This is an optimization exercise on Yosys and OpenROAD, whose aim is small area, not a production implementation.
At most, simulation tests tie the RTL to the original design; equivalence was not proved.
No activity file was given, so power comes from the tool's default toggle rates.

==> inputs of quartz <==
// skin_box_overlay_top
module skin_box_overlay_top (
    input  logic        clk,
    input  logic        reset,
    input  logic        vsync_i,
    input  logic        href_i,
    input  logic        pix_stb_i,
    input  logic [7:0]  u_i,
    input  logic [7:0]  v_i,
    input  logic [7:0]  u_ref_i,
    input  logic [7:0]  v_ref_i,
    input  logic [15:0] area_thresh_i,
    input  logic        mode_i,
    input  logic [9:0]  draw_x_i,
    input  logic [9:0]  draw_y_i,
    input  logic [6:0]  luma_i,
    output logic [6:0]  red_o,
    output logic [6:0]  green_o,
    output logic [6:0]  blue_o
);
    logic       href_q, vsync_q;
    logic [1:0] xc;
    logic [7:0] xo;
    logic [1:0] yr;
    logic [7:0] yo;
    logic       hit_stb, fe, stale, latch;
    logic [2:0] fcnt;
    logic href_fall, vsync_rise, x_in, y_in, pix_cnt, chroma_match, pix_hit;
    logic [8:0] du, dv;
    logic [7:0] xo_inc, yo_inc;
    assign xo_inc = xo + 8'd1;
    assign yo_inc = yo + 8'd1;
    assign href_fall  = href_q & ~href_i;
    assign vsync_rise = vsync_i & ~vsync_q;
    assign x_in       = ~((xc == 2'd3) && (xo == 8'd159));
    assign y_in       = (yr != 2'd3);
    assign pix_cnt    = pix_stb_i & href_i & x_in;
    assign du = {1'b0, u_i} - {1'b0, u_ref_i};
    assign dv = {1'b0, v_i} - {1'b0, v_ref_i};
    assign chroma_match = ((du[8] ? (~du[7:0] + 8'd1) : du[7:0]) <= 8'd16) &&
                          ((dv[8] ? (~dv[7:0] + 8'd1) : dv[7:0]) <= 8'd16);
    assign pix_hit = pix_cnt & y_in & chroma_match;
    always_ff @(posedge clk or posedge reset) begin
        if (reset) begin
  ...
Settings: LEC_CHECK=0, CAP_MARGIN=20, CORE_MARGIN=2, CORE_UTILIZATION=55, SLEW_MARGIN=20, SYNTH_HIERARCHICAL=1, SYNTH_MINIMUM_KEEP_SIZE=0; clock period 10.0 ns.
run.sh (not shown) runs the stock make flow with config.mk's settings and CLKGATE_MAP_FILE= SYNTH_SCRIPT=/design/flow/synth_recipe.tcl, a recipe that flattens the netlist after the stock synthesis.
==> maple (differences from quartz) <==
--- a/flow/design.v
+++ b/flow/design.v
@@ -245,17 +245,14 @@
     logic [7:0] xo;
     logic [1:0] yr;
     logic [7:0] yo;
     logic       hit_stb, fe, stale, latch;
     logic [2:0] fcnt;
     logic href_fall, vsync_rise, x_in, y_in, pix_cnt, chroma_match, pix_hit;
     logic [8:0] du, dv;
-    logic [7:0] xo_inc, yo_inc;
-    assign xo_inc = xo + 8'd1;
-    assign yo_inc = yo + 8'd1;
     assign href_fall  = href_q & ~href_i;
     assign vsync_rise = vsync_i & ~vsync_q;
     assign x_in       = ~((xc == 2'd3) && (xo == 8'd159));
     assign y_in       = (yr != 2'd3);
     assign pix_cnt    = pix_stb_i & href_i & x_in;
     assign du = {1'b0, u_i} - {1'b0, u_ref_i};
     assign dv = {1'b0, v_i} - {1'b0, v_ref_i};
@@ -287,26 +284,26 @@
                 xc <= 2'd0;
                 xo <= 8'd255;
             end else if (pix_cnt) begin
                 if (xo == 8'd159) begin
                     xc <= xc + 2'd1;
                     xo <= 8'd0;
                 end else begin
-                    xo <= xo_inc;
+                    xo <= xo + 8'd1;
                 end
             end
             if (vsync_rise) begin
                 yr <= 2'd0;
                 yo <= 8'd0;
             end else if (href_fall && y_in) begin
                 if (yo == 8'd159) begin
                     yr <= yr + 2'd1;
                     yo <= 8'd0;
                 end else begin
-                    yo <= yo_inc;
+                    yo <= yo + 8'd1;
                 end
             end
         end
     end
     logic [1:0]      k;
     logic [3:0]      act_v, a_v, b_v;
     logic [3:0][7:0] act_mnx, act_mxx, act_mny, act_mxy;
@@ -319,15 +316,15 @@
     logic       lt_x, gt_x;
     assign shift     = ~fe & ~stale & y_in & (yr != k);
     assign upd       = hit_stb & ~fe;
     assign empty_sel = ~act_v[xc] | stale;
     assign cur_mnx   = act_mnx[xc];
     assign cur_mxx   = act_mxx[xc];
     assign lt_x      = xo < cur_mnx;
-    assign gt_x      = xo >= cur_mxx;
+    assign gt_x      = xo > cur_mxx;
     always_ff @(posedge clk or posedge reset) begin
         if (reset) begin
             k     <= 2'd0;
             act_v <= 4'd0;
             a_v   <= 4'd0;
             b_v   <= 4'd0;
         end else if (stale) begin
@@ -360,17 +357,17 @@
     logic [3:0][7:0] a_mnx_d, a_mxx_d, a_mny_d, a_mxy_d;
     logic [3:0][7:0] b_mnx_d, b_mxx_d, b_mny_d, b_mxy_d;
     logic shift_n;
     assign shift_n = ~shift;
     for (genvar r = 0; r < 4; r++) begin : trk_r
         for (genvar i = 0; i < 8; i++) begin : trk_b
             skin_hold h_amnx (.e(we_mnx[r]), .en(~we_mnx[r]), .d(xo[i]), .q(act_mnx[r][i]), .y(act_mnx_d[r][i]));
-            skin_hold h_amxx (.e(we_mxx[r]), .en(~we_mxx[r]), .d(xo_inc[i]), .q(act_mxx[r][i]), .y(act_mxx_d[r][i]));
+            skin_hold h_amxx (.e(we_mxx[r]), .en(~we_mxx[r]), .d(xo[i]), .q(act_mxx[r][i]), .y(act_mxx_d[r][i]));
             skin_hold h_amny (.e(we_mny[r]), .en(~we_mny[r]), .d(yo[i]), .q(act_mny[r][i]), .y(act_mny_d[r][i]));
-            skin_hold h_amxy (.e(we_mxy[r]), .en(~we_mxy[r]), .d(yo_inc[i]), .q(act_mxy[r][i]), .y(act_mxy_d[r][i]));
+            skin_hold h_amxy (.e(we_mxy[r]), .en(~we_mxy[r]), .d(yo[i]), .q(act_mxy[r][i]), .y(act_mxy_d[r][i]));
             skin_hold h_rmnx (.e(shift), .en(shift_n), .d(act_mnx[r][i]), .q(a_mnx[r][i]), .y(a_mnx_d[r][i]));
             skin_hold h_rmxx (.e(shift), .en(shift_n), .d(act_mxx[r][i]), .q(a_mxx[r][i]), .y(a_mxx_d[r][i]));
             skin_hold h_rmny (.e(shift), .en(shift_n), .d(act_mny[r][i]), .q(a_mny[r][i]), .y(a_mny_d[r][i]));
             skin_hold h_rmxy (.e(shift), .en(shift_n), .d(act_mxy[r][i]), .q(a_mxy[r][i]), .y(a_mxy_d[r][i]));
             skin_hold h_bmnx (.e(shift), .en(shift_n), .d(a_mnx[r][i]), .q(b_mnx[r][i]), .y(b_mnx_d[r][i]));
             skin_hold h_bmxx (.e(shift), .en(shift_n), .d(a_mxx[r][i]), .q(b_mxx[r][i]), .y(b_mxx_d[r][i]));
             skin_hold h_bmny (.e(shift), .en(shift_n), .d(a_mny[r][i]), .q(b_mny[r][i]), .y(b_mny_d[r][i]));
@@ -424,43 +421,35 @@
         s_mxx <= s_mxx_d;
         s_mny <= s_mny_d;
         s_mxy <= s_mxy_d;
     end
     logic [15:0] thr_q;
     always_ff @(posedge clk) thr_q <= {area_thresh_i[15:5], area_thresh_i[4] | (area_thresh_i == 16'd0), area_thresh_i[3:0]};
     logic [4:0] dxh, dyh;
-    logic [3:0] dcol_oh;
-    logic [2:0] drow_oh;
+    logic [2:0] dcol;
+    logic [2:0] drow;
     logic [2:0] dxo_hi, dyo_hi;
-    logic [7:0] dx, dy, dx1, dy1;
+    logic [7:0] dx, dy;
+    logic [1:0] p;
+    logic       d_in;
     assign dxh = draw_x_i[9:5];
     assign dyh = draw_y_i[9:5];
-    always_comb begin
-        for (int j = 0; j < 4; j++) dcol_oh[j] = (dxh >= 5'(5*j)) && (dxh < 5'(5*j+5));
-        for (int i = 0; i < 3; i++) drow_oh[i] = (dyh >= 5'(5*i)) && (dyh < 5'(5*i+5));
-    end
+    assign dcol   = 3'(dxh / 5'd5);
     assign dxo_hi = 3'(dxh % 5'd5);
+    assign drow   = 3'(dyh / 5'd5);
     assign dyo_hi = 3'(dyh % 5'd5);
-    assign dx  = {dxo_hi, draw_x_i[4:0]};
-    assign dy  = {dyo_hi, draw_y_i[4:0]};
-    assign dx1 = dx + 8'd1;
-    assign dy1 = dy + 8'd1;
-    logic [2:0] ksel;
-    logic [2:0] psel;
-    always_comb begin
-        for (int i = 0; i < 3; i++) ksel[i] = (s_k == 2'(i));
-        psel[0] = (ksel[0] & drow_oh[0]) | (ksel[1] & drow_oh[1]) | (ksel[2] & drow_oh[2]);
-        psel[1] = (ksel[1] & drow_oh[0]) | (ksel[2] & drow_oh[1]);
-        psel[2] = (ksel[2] & drow_oh[0]);
-    end
+    assign dx = {dxo_hi, draw_x_i[4:0]};
+    assign dy = {dyo_hi, draw_y_i[4:0]};
+    assign p  = s_k - drow[1:0];
+    assign d_in = (dcol < 3'd4) && (drow < 3'd3) && (p != 2'd3);
     logic [11:0] osel;
     always_comb begin
         for (int i = 0; i < 3; i++)
             for (int j = 0; j < 4; j++)
-                osel[4*i+j] = psel[i] & dcol_oh[j];
+                osel[4*i+j] = d_in && (p == 2'(i)) && (dcol[1:0] == 2'(j));
     end
     logic       bv;
     logic [7:0] mnx, mxx, mny, mxy;
     skin_sel12 u_sel_v (.s(osel), .d(s_v), .y(bv));
     for (genvar i = 0; i < 8; i++) begin : ov_b
         logic [11:0] dmnx, dmxx, dmny, dmxy;
         for (genvar r = 0; r < 12; r++) begin : ov_r
@@ -472,19 +461,19 @@
         skin_sel12 u_mnx (.s(osel), .d(dmnx), .y(mnx[i]));
         skin_sel12 u_mxx (.s(osel), .d(dmxx), .y(mxx[i]));
         skin_sel12 u_mny (.s(osel), .d(dmny), .y(mny[i]));
         skin_sel12 u_mxy (.s(osel), .d(dmxy), .y(mxy[i]));
     end
     logic [7:0]  bw, bh;
     logic        keep, on_edge, paint;
-    assign bw      = mxx - mnx;
-    assign bh      = mxy - mny;
+    assign bw      = mxx - mnx + 8'd1;
+    assign bh      = mxy - mny + 8'd1;
     skin_area_cmp u_area (.w(bw), .h(bh), .t(thr_q), .keep(keep));
-    assign on_edge = (((dy == mny) || (dy1 == mxy)) && (dx >= mnx) && (dx < mxx)) ||
-                     (((dx == mnx) || (dx1 == mxx)) && (dy >= mny) && (dy < mxy));
+    assign on_edge = (((dy == mny) || (dy == mxy)) && (dx >= mnx) && (dx <= mxx)) ||
+                     (((dx == mnx) || (dx == mxx)) && (dy >= mny) && (dy <= mxy));
     assign paint   = mode_i & bv & keep & on_edge;
     logic [6:0] g_q;
     logic       paint_q;
     always_ff @(posedge clk or posedge reset) begin
         if (reset) begin
             g_q     <= 7'd0;
             paint_q <= 1'b0;
==> flow/config.mk (replaced) <==
export PLATFORM = sky130hd
export DESIGN_NAME = skin_box_overlay_top
export DESIGN_NICKNAME = skin_box_overlay_top
export VERILOG_FILES = /design/flow/design.v
export SDC_FILE = /design/flow/constraint.sdc
export NUM_CORES = 4
export LEC_CHECK = 0
export CAP_MARGIN = 20
export CORE_MARGIN = 2
export CORE_UTILIZATION = 50
export SLEW_MARGIN = 20
export SYNTH_HIERARCHICAL = 1
export SYNTH_MINIMUM_KEEP_SIZE = 0
==> delta (differences from quartz) <==
--- a/flow/design.v
+++ b/flow/design.v
@@ -206,14 +206,43 @@
     skin_or2   u_c (.a(a), .b(b), .y(co));
 endmodule
 module skin_carry16n (input logic [15:0] a, b, output logic con);
     logic [16:0] s;
     assign s   = {1'b0, a} + {1'b0, b};
     assign con = ~s[16];
 endmodule
+module skin_bor (input logic a, b, c, output logic y);
+    assign y = (~a & b) | (~a & c) | (b & c);
+endmodule
+module skin_lt #(parameter int N = 8) (input logic [N-1:0] a, b, output logic y);
+    logic [N:0] c;
+    assign c[1] = ~a[0] & b[0];
+    for (genvar i = 1; i < N; i++) begin : s
+        skin_bor u (.a(a[i]), .b(b[i]), .c(c[i]), .y(c[i+1]));
+    end
+    assign y = c[N];
+endmodule
+module skin_eq #(parameter int N = 8) (input logic [N-1:0] a, b, output logic y);
+    assign y = (a == b);
+endmodule
+module skin_near16 (input logic [7:0] u, r, output logic y);
+    logic       eq_lo;
+    logic [4:0] c;
+    logic [7:4] s;
+    skin_eq #(4) u_eq (.a(u[3:0]), .b(r[3:0]), .y(eq_lo));
+    skin_lt #(4) u_lt (.a(r[3:0]), .b(u[3:0]), .y(c[0]));
+    for (genvar i = 0; i < 4; i++) begin : hi
+        skin_fa u_fa (.a(u[4+i]), .b(~r[4+i]), .c(c[i]), .s(s[4+i]), .co(c[i+1]));
+    end
+    assign y = (~c[4] & s[7] & s[6] & s[5] & (s[4] | eq_lo)) |
+               ( c[4] & ~s[7] & ~s[6] & ~s[5] & ~s[4]);
+endmodule
+module skin_sel4 (input logic [3:0] s, input logic [3:0] d, output logic y);
+    assign y = (s[0] & d[0]) | (s[1] & d[1]) | (s[2] & d[2]) | (s[3] & d[3]);
+endmodule
 module skin_ao222n (input logic a1, a2, b1, b2, c1, c2, output logic y);
     assign y = ~((a1 & a2) | (b1 & b2) | (c1 & c2));
 endmodule
 module skin_sel12 (input logic [11:0] s, input logic [11:0] d, output logic y);
     logic [3:0] n;
     for (genvar g = 0; g < 4; g++) begin : grp
         skin_ao222n u (.a1(s[3*g]), .a2(d[3*g]), .b1(s[3*g+1]), .b2(d[3*g+1]),
@@ -244,27 +273,26 @@
     logic [1:0] xc;
     logic [7:0] xo;
     logic [1:0] yr;
     logic [7:0] yo;
     logic       hit_stb, fe, stale, latch;
     logic [2:0] fcnt;
     logic href_fall, vsync_rise, x_in, y_in, pix_cnt, chroma_match, pix_hit;
-    logic [8:0] du, dv;
     logic [7:0] xo_inc, yo_inc;
     assign xo_inc = xo + 8'd1;
     assign yo_inc = yo + 8'd1;
     assign href_fall  = href_q & ~href_i;
     assign vsync_rise = vsync_i & ~vsync_q;
     assign x_in       = ~((xc == 2'd3) && (xo == 8'd159));
     assign y_in       = (yr != 2'd3);
     assign pix_cnt    = pix_stb_i & href_i & x_in;
-    assign du = {1'b0, u_i} - {1'b0, u_ref_i};
-    assign dv = {1'b0, v_i} - {1'b0, v_ref_i};
-    assign chroma_match = ((du[8] ? (~du[7:0] + 8'd1) : du[7:0]) <= 8'd16) &&
-                          ((dv[8] ? (~dv[7:0] + 8'd1) : dv[7:0]) <= 8'd16);
+    logic u_near, v_near;
+    skin_near16 u_nu (.u(u_i), .r(u_ref_i), .y(u_near));
+    skin_near16 u_nv (.u(v_i), .r(v_ref_i), .y(v_near));
+    assign chroma_match = u_near & v_near;
     assign pix_hit = pix_cnt & y_in & chroma_match;
     always_ff @(posedge clk or posedge reset) begin
         if (reset) begin
             href_q  <= 1'b0;
             vsync_q <= 1'b0;
             xc      <= 2'd0;
             xo      <= 8'd255;
@@ -316,18 +344,24 @@
     logic       upd;
     logic       empty_sel;
     logic [7:0] cur_mnx, cur_mxx;
     logic       lt_x, gt_x;
     assign shift     = ~fe & ~stale & y_in & (yr != k);
     assign upd       = hit_stb & ~fe;
     assign empty_sel = ~act_v[xc] | stale;
-    assign cur_mnx   = act_mnx[xc];
-    assign cur_mxx   = act_mxx[xc];
-    assign lt_x      = xo < cur_mnx;
-    assign gt_x      = xo >= cur_mxx;
+    logic [3:0] xsel;
+    logic       ge_x;
+    always_comb for (int r = 0; r < 4; r++) xsel[r] = (xc == 2'(r));
+    for (genvar i = 0; i < 8; i++) begin : cur_b
+        skin_sel4 u_mn (.s(xsel), .d({act_mnx[3][i], act_mnx[2][i], act_mnx[1][i], act_mnx[0][i]}), .y(cur_mnx[i]));
+        skin_sel4 u_mx (.s(xsel), .d({act_mxx[3][i], act_mxx[2][i], act_mxx[1][i], act_mxx[0][i]}), .y(cur_mxx[i]));
+    end
+    skin_lt #(8) u_ltx (.a(xo), .b(cur_mnx), .y(lt_x));
+    skin_lt #(8) u_gex (.a(xo), .b(cur_mxx), .y(ge_x));
+    assign gt_x = ~ge_x;
     always_ff @(posedge clk or posedge reset) begin
         if (reset) begin
             k     <= 2'd0;
             act_v <= 4'd0;
             a_v   <= 4'd0;
             b_v   <= 4'd0;
         end else if (stale) begin
@@ -475,16 +509,25 @@
         skin_sel12 u_mxy (.s(osel), .d(dmxy), .y(mxy[i]));
     end
     logic [7:0]  bw, bh;
     logic        keep, on_edge, paint;
     assign bw      = mxx - mnx;
     assign bh      = mxy - mny;
     skin_area_cmp u_area (.w(bw), .h(bh), .t(thr_q), .keep(keep));
-    assign on_edge = (((dy == mny) || (dy1 == mxy)) && (dx >= mnx) && (dx < mxx)) ||
-                     (((dx == mnx) || (dx1 == mxx)) && (dy >= mny) && (dy < mxy));
+    logic ltx_mn, ltx_mx, eqx_mn, eqx_mx, lty_mn, lty_mx, eqy_mn, eqy_mx;
+    skin_lt #(8) u_e1 (.a(dx),  .b(mnx), .y(ltx_mn));
+    skin_lt #(8) u_e2 (.a(dx),  .b(mxx), .y(ltx_mx));
+    skin_eq #(8) u_e3 (.a(dx),  .b(mnx), .y(eqx_mn));
+    skin_eq #(8) u_e4 (.a(dx1), .b(mxx), .y(eqx_mx));
+    skin_lt #(8) u_e5 (.a(dy),  .b(mny), .y(lty_mn));
+    skin_lt #(8) u_e6 (.a(dy),  .b(mxy), .y(lty_mx));
+    skin_eq #(8) u_e7 (.a(dy),  .b(mny), .y(eqy_mn));
+    skin_eq #(8) u_e8 (.a(dy1), .b(mxy), .y(eqy_mx));
+    assign on_edge = ((eqy_mn | eqy_mx) & ~ltx_mn & ltx_mx) |
+                     ((eqx_mn | eqx_mx) & ~lty_mn & lty_mx);
     assign paint   = mode_i & bv & keep & on_edge;
     logic [6:0] g_q;
     logic       paint_q;
     always_ff @(posedge clk or posedge reset) begin
         if (reset) begin
             g_q     <= 7'd0;
             paint_q <= 1'b0;
--- a/flow/config.mk
+++ b/flow/config.mk
@@ -4,10 +4,13 @@
 export VERILOG_FILES = /design/flow/design.v
 export SDC_FILE = /design/flow/constraint.sdc
 export NUM_CORES = 4
 export LEC_CHECK = 0
 export CAP_MARGIN = 20
 export CORE_MARGIN = 2
 export CORE_UTILIZATION = 55
+export CTS_BUF_LIST = sky130_fd_sc_hd__clkbuf_16
+export CTS_CLUSTER_DIAMETER = 80
+export CTS_CLUSTER_SIZE = 24
 export SLEW_MARGIN = 20
 export SYNTH_HIERARCHICAL = 1
 export SYNTH_MINIMUM_KEEP_SIZE = 0
==> juniper (differences from quartz) <==
--- a/flow/design.v
+++ b/flow/design.v
@@ -245,17 +245,14 @@
     logic [7:0] xo;
     logic [1:0] yr;
     logic [7:0] yo;
     logic       hit_stb, fe, stale, latch;
     logic [2:0] fcnt;
     logic href_fall, vsync_rise, x_in, y_in, pix_cnt, chroma_match, pix_hit;
     logic [8:0] du, dv;
-    logic [7:0] xo_inc, yo_inc;
-    assign xo_inc = xo + 8'd1;
-    assign yo_inc = yo + 8'd1;
     assign href_fall  = href_q & ~href_i;
     assign vsync_rise = vsync_i & ~vsync_q;
     assign x_in       = ~((xc == 2'd3) && (xo == 8'd159));
     assign y_in       = (yr != 2'd3);
     assign pix_cnt    = pix_stb_i & href_i & x_in;
     assign du = {1'b0, u_i} - {1'b0, u_ref_i};
     assign dv = {1'b0, v_i} - {1'b0, v_ref_i};
@@ -287,26 +284,26 @@
                 xc <= 2'd0;
                 xo <= 8'd255;
             end else if (pix_cnt) begin
                 if (xo == 8'd159) begin
                     xc <= xc + 2'd1;
                     xo <= 8'd0;
                 end else begin
-                    xo <= xo_inc;
+                    xo <= xo + 8'd1;
                 end
             end
             if (vsync_rise) begin
                 yr <= 2'd0;
                 yo <= 8'd0;
             end else if (href_fall && y_in) begin
                 if (yo == 8'd159) begin
                     yr <= yr + 2'd1;
                     yo <= 8'd0;
                 end else begin
-                    yo <= yo_inc;
+                    yo <= yo + 8'd1;
                 end
             end
         end
     end
     logic [1:0]      k;
     logic [3:0]      act_v, a_v, b_v;
     logic [3:0][7:0] act_mnx, act_mxx, act_mny, act_mxy;
@@ -319,15 +316,15 @@
     logic       lt_x, gt_x;
     assign shift     = ~fe & ~stale & y_in & (yr != k);
     assign upd       = hit_stb & ~fe;
     assign empty_sel = ~act_v[xc] | stale;
     assign cur_mnx   = act_mnx[xc];
     assign cur_mxx   = act_mxx[xc];
     assign lt_x      = xo < cur_mnx;
-    assign gt_x      = xo >= cur_mxx;
+    assign gt_x      = xo > cur_mxx;
     always_ff @(posedge clk or posedge reset) begin
         if (reset) begin
             k     <= 2'd0;
             act_v <= 4'd0;
             a_v   <= 4'd0;
             b_v   <= 4'd0;
         end else if (stale) begin
@@ -360,17 +357,17 @@
     logic [3:0][7:0] a_mnx_d, a_mxx_d, a_mny_d, a_mxy_d;
     logic [3:0][7:0] b_mnx_d, b_mxx_d, b_mny_d, b_mxy_d;
     logic shift_n;
     assign shift_n = ~shift;
     for (genvar r = 0; r < 4; r++) begin : trk_r
         for (genvar i = 0; i < 8; i++) begin : trk_b
             skin_hold h_amnx (.e(we_mnx[r]), .en(~we_mnx[r]), .d(xo[i]), .q(act_mnx[r][i]), .y(act_mnx_d[r][i]));
-            skin_hold h_amxx (.e(we_mxx[r]), .en(~we_mxx[r]), .d(xo_inc[i]), .q(act_mxx[r][i]), .y(act_mxx_d[r][i]));
+            skin_hold h_amxx (.e(we_mxx[r]), .en(~we_mxx[r]), .d(xo[i]), .q(act_mxx[r][i]), .y(act_mxx_d[r][i]));
             skin_hold h_amny (.e(we_mny[r]), .en(~we_mny[r]), .d(yo[i]), .q(act_mny[r][i]), .y(act_mny_d[r][i]));
-            skin_hold h_amxy (.e(we_mxy[r]), .en(~we_mxy[r]), .d(yo_inc[i]), .q(act_mxy[r][i]), .y(act_mxy_d[r][i]));
+            skin_hold h_amxy (.e(we_mxy[r]), .en(~we_mxy[r]), .d(yo[i]), .q(act_mxy[r][i]), .y(act_mxy_d[r][i]));
             skin_hold h_rmnx (.e(shift), .en(shift_n), .d(act_mnx[r][i]), .q(a_mnx[r][i]), .y(a_mnx_d[r][i]));
             skin_hold h_rmxx (.e(shift), .en(shift_n), .d(act_mxx[r][i]), .q(a_mxx[r][i]), .y(a_mxx_d[r][i]));
             skin_hold h_rmny (.e(shift), .en(shift_n), .d(act_mny[r][i]), .q(a_mny[r][i]), .y(a_mny_d[r][i]));
             skin_hold h_rmxy (.e(shift), .en(shift_n), .d(act_mxy[r][i]), .q(a_mxy[r][i]), .y(a_mxy_d[r][i]));
             skin_hold h_bmnx (.e(shift), .en(shift_n), .d(a_mnx[r][i]), .q(b_mnx[r][i]), .y(b_mnx_d[r][i]));
             skin_hold h_bmxx (.e(shift), .en(shift_n), .d(a_mxx[r][i]), .q(b_mxx[r][i]), .y(b_mxx_d[r][i]));
             skin_hold h_bmny (.e(shift), .en(shift_n), .d(a_mny[r][i]), .q(b_mny[r][i]), .y(b_mny_d[r][i]));
@@ -424,43 +421,35 @@
         s_mxx <= s_mxx_d;
         s_mny <= s_mny_d;
         s_mxy <= s_mxy_d;
     end
     logic [15:0] thr_q;
     always_ff @(posedge clk) thr_q <= {area_thresh_i[15:5], area_thresh_i[4] | (area_thresh_i == 16'd0), area_thresh_i[3:0]};
     logic [4:0] dxh, dyh;
-    logic [3:0] dcol_oh;
-    logic [2:0] drow_oh;
+    logic [2:0] dcol;
+    logic [2:0] drow;
     logic [2:0] dxo_hi, dyo_hi;
-    logic [7:0] dx, dy, dx1, dy1;
+    logic [7:0] dx, dy;
+    logic [1:0] p;
+    logic       d_in;
     assign dxh = draw_x_i[9:5];
     assign dyh = draw_y_i[9:5];
-    always_comb begin
-        for (int j = 0; j < 4; j++) dcol_oh[j] = (dxh >= 5'(5*j)) && (dxh < 5'(5*j+5));
-        for (int i = 0; i < 3; i++) drow_oh[i] = (dyh >= 5'(5*i)) && (dyh < 5'(5*i+5));
-    end
+    assign dcol   = 3'(dxh / 5'd5);
     assign dxo_hi = 3'(dxh % 5'd5);
+    assign drow   = 3'(dyh / 5'd5);
     assign dyo_hi = 3'(dyh % 5'd5);
-    assign dx  = {dxo_hi, draw_x_i[4:0]};
-    assign dy  = {dyo_hi, draw_y_i[4:0]};
-    assign dx1 = dx + 8'd1;
-    assign dy1 = dy + 8'd1;
-    logic [2:0] ksel;
-    logic [2:0] psel;
-    always_comb begin
-        for (int i = 0; i < 3; i++) ksel[i] = (s_k == 2'(i));
-        psel[0] = (ksel[0] & drow_oh[0]) | (ksel[1] & drow_oh[1]) | (ksel[2] & drow_oh[2]);
-        psel[1] = (ksel[1] & drow_oh[0]) | (ksel[2] & drow_oh[1]);
-        psel[2] = (ksel[2] & drow_oh[0]);
-    end
+    assign dx = {dxo_hi, draw_x_i[4:0]};
+    assign dy = {dyo_hi, draw_y_i[4:0]};
+    assign p  = s_k - drow[1:0];
+    assign d_in = (dcol < 3'd4) && (drow < 3'd3) && (p != 2'd3);
     logic [11:0] osel;
     always_comb begin
         for (int i = 0; i < 3; i++)
             for (int j = 0; j < 4; j++)
-                osel[4*i+j] = psel[i] & dcol_oh[j];
+                osel[4*i+j] = d_in && (p == 2'(i)) && (dcol[1:0] == 2'(j));
     end
     logic       bv;
     logic [7:0] mnx, mxx, mny, mxy;
     skin_sel12 u_sel_v (.s(osel), .d(s_v), .y(bv));
     for (genvar i = 0; i < 8; i++) begin : ov_b
         logic [11:0] dmnx, dmxx, dmny, dmxy;
         for (genvar r = 0; r < 12; r++) begin : ov_r
@@ -472,19 +461,19 @@
         skin_sel12 u_mnx (.s(osel), .d(dmnx), .y(mnx[i]));
         skin_sel12 u_mxx (.s(osel), .d(dmxx), .y(mxx[i]));
         skin_sel12 u_mny (.s(osel), .d(dmny), .y(mny[i]));
         skin_sel12 u_mxy (.s(osel), .d(dmxy), .y(mxy[i]));
     end
     logic [7:0]  bw, bh;
     logic        keep, on_edge, paint;
-    assign bw      = mxx - mnx;
-    assign bh      = mxy - mny;
+    assign bw      = mxx - mnx + 8'd1;
+    assign bh      = mxy - mny + 8'd1;
     skin_area_cmp u_area (.w(bw), .h(bh), .t(thr_q), .keep(keep));
-    assign on_edge = (((dy == mny) || (dy1 == mxy)) && (dx >= mnx) && (dx < mxx)) ||
-                     (((dx == mnx) || (dx1 == mxx)) && (dy >= mny) && (dy < mxy));
+    assign on_edge = (((dy == mny) || (dy == mxy)) && (dx >= mnx) && (dx <= mxx)) ||
+                     (((dx == mnx) || (dx == mxx)) && (dy >= mny) && (dy <= mxy));
     assign paint   = mode_i & bv & keep & on_edge;
     logic [6:0] g_q;
     logic       paint_q;
     always_ff @(posedge clk or posedge reset) begin
         if (reset) begin
             g_q     <= 7'd0;
             paint_q <= 1'b0;
==> flow/config.mk (replaced) <==
export PLATFORM = sky130hd
export DESIGN_NAME = skin_box_overlay_top
export DESIGN_NICKNAME = skin_box_overlay_top
export VERILOG_FILES = /design/flow/design.v
export SDC_FILE = /design/flow/constraint.sdc
export NUM_CORES = 4
export LEC_CHECK = 0
export CAP_MARGIN = 20
export CORE_MARGIN = 2
export CORE_UTILIZATION = 65
export SLEW_MARGIN = 20
export SYNTH_HIERARCHICAL = 1
export SYNTH_MINIMUM_KEEP_SIZE = 0
==> comparison <==
- Of juniper and delta, delta has the higher synthesized cell count (gap about 0.45%, measured against delta).
- Die area, highest first: maple, quartz, delta, juniper.
- Against delta, the global-route usage of maple is lower by 0.60 points.
- Sequential power: quartz is smaller than maple (about 5%).
- Non-clock buffer count, lowest first: delta, quartz, juniper, maple.
- First-iteration DRC count: juniper > maple > quartz > delta.
- Wire length, highest first: maple, juniper, quartz, delta.
- juniper ran to the end with violations: setup timing. delta produced a clean layout. quartz passed the timing, DRC and antenna checks. maple finished with setup timing left.
For maple, delta and juniper, only the layout was checked, not whether the RTL still works.

static timing again, ports no longer ideal:
No port has a modelled driver above. Below, the same layouts with a new extraction and two added sets of constraints. Step 1 sets driving cells, clkbuf_16 on the clock port and buf_2 on the other inputs (assumed; they add their load-dependent delay and slew). Step 2 times the ports against the registers' clock, not the clock port: input delays grow and output delays shrink by t, the midpoint of the rising clock arrivals with the driver on. Three values: no drivers, after step 1, after step 2; two values: the first two.
run | t, ns | setup slack, ns | hold slack, ns | worst setup path at the end
quartz | 0.702 | 0.436 / 0.479 / -0.222 | 0.471 / 0.471 / 0.471 | input to register
maple | 0.710 | -0.199 / -0.159 / -0.869 | 0.457 / 0.457 / 0.457 | input to register
delta | 0.676 | 0.558 / 0.595 / -0.081 | 0.465 / 0.465 / 0.465 | input to register
juniper | 0.684 | -0.466 / -0.436 / -1.121 | 0.471 / 0.471 / 0.471 | input to register
With both steps, setup timing fails in quartz and delta, where it was met with ideal ports. For maple, which loses most, drivers alone change the setup slack by +0.040 ns; drivers and shift together by -0.670 ns.
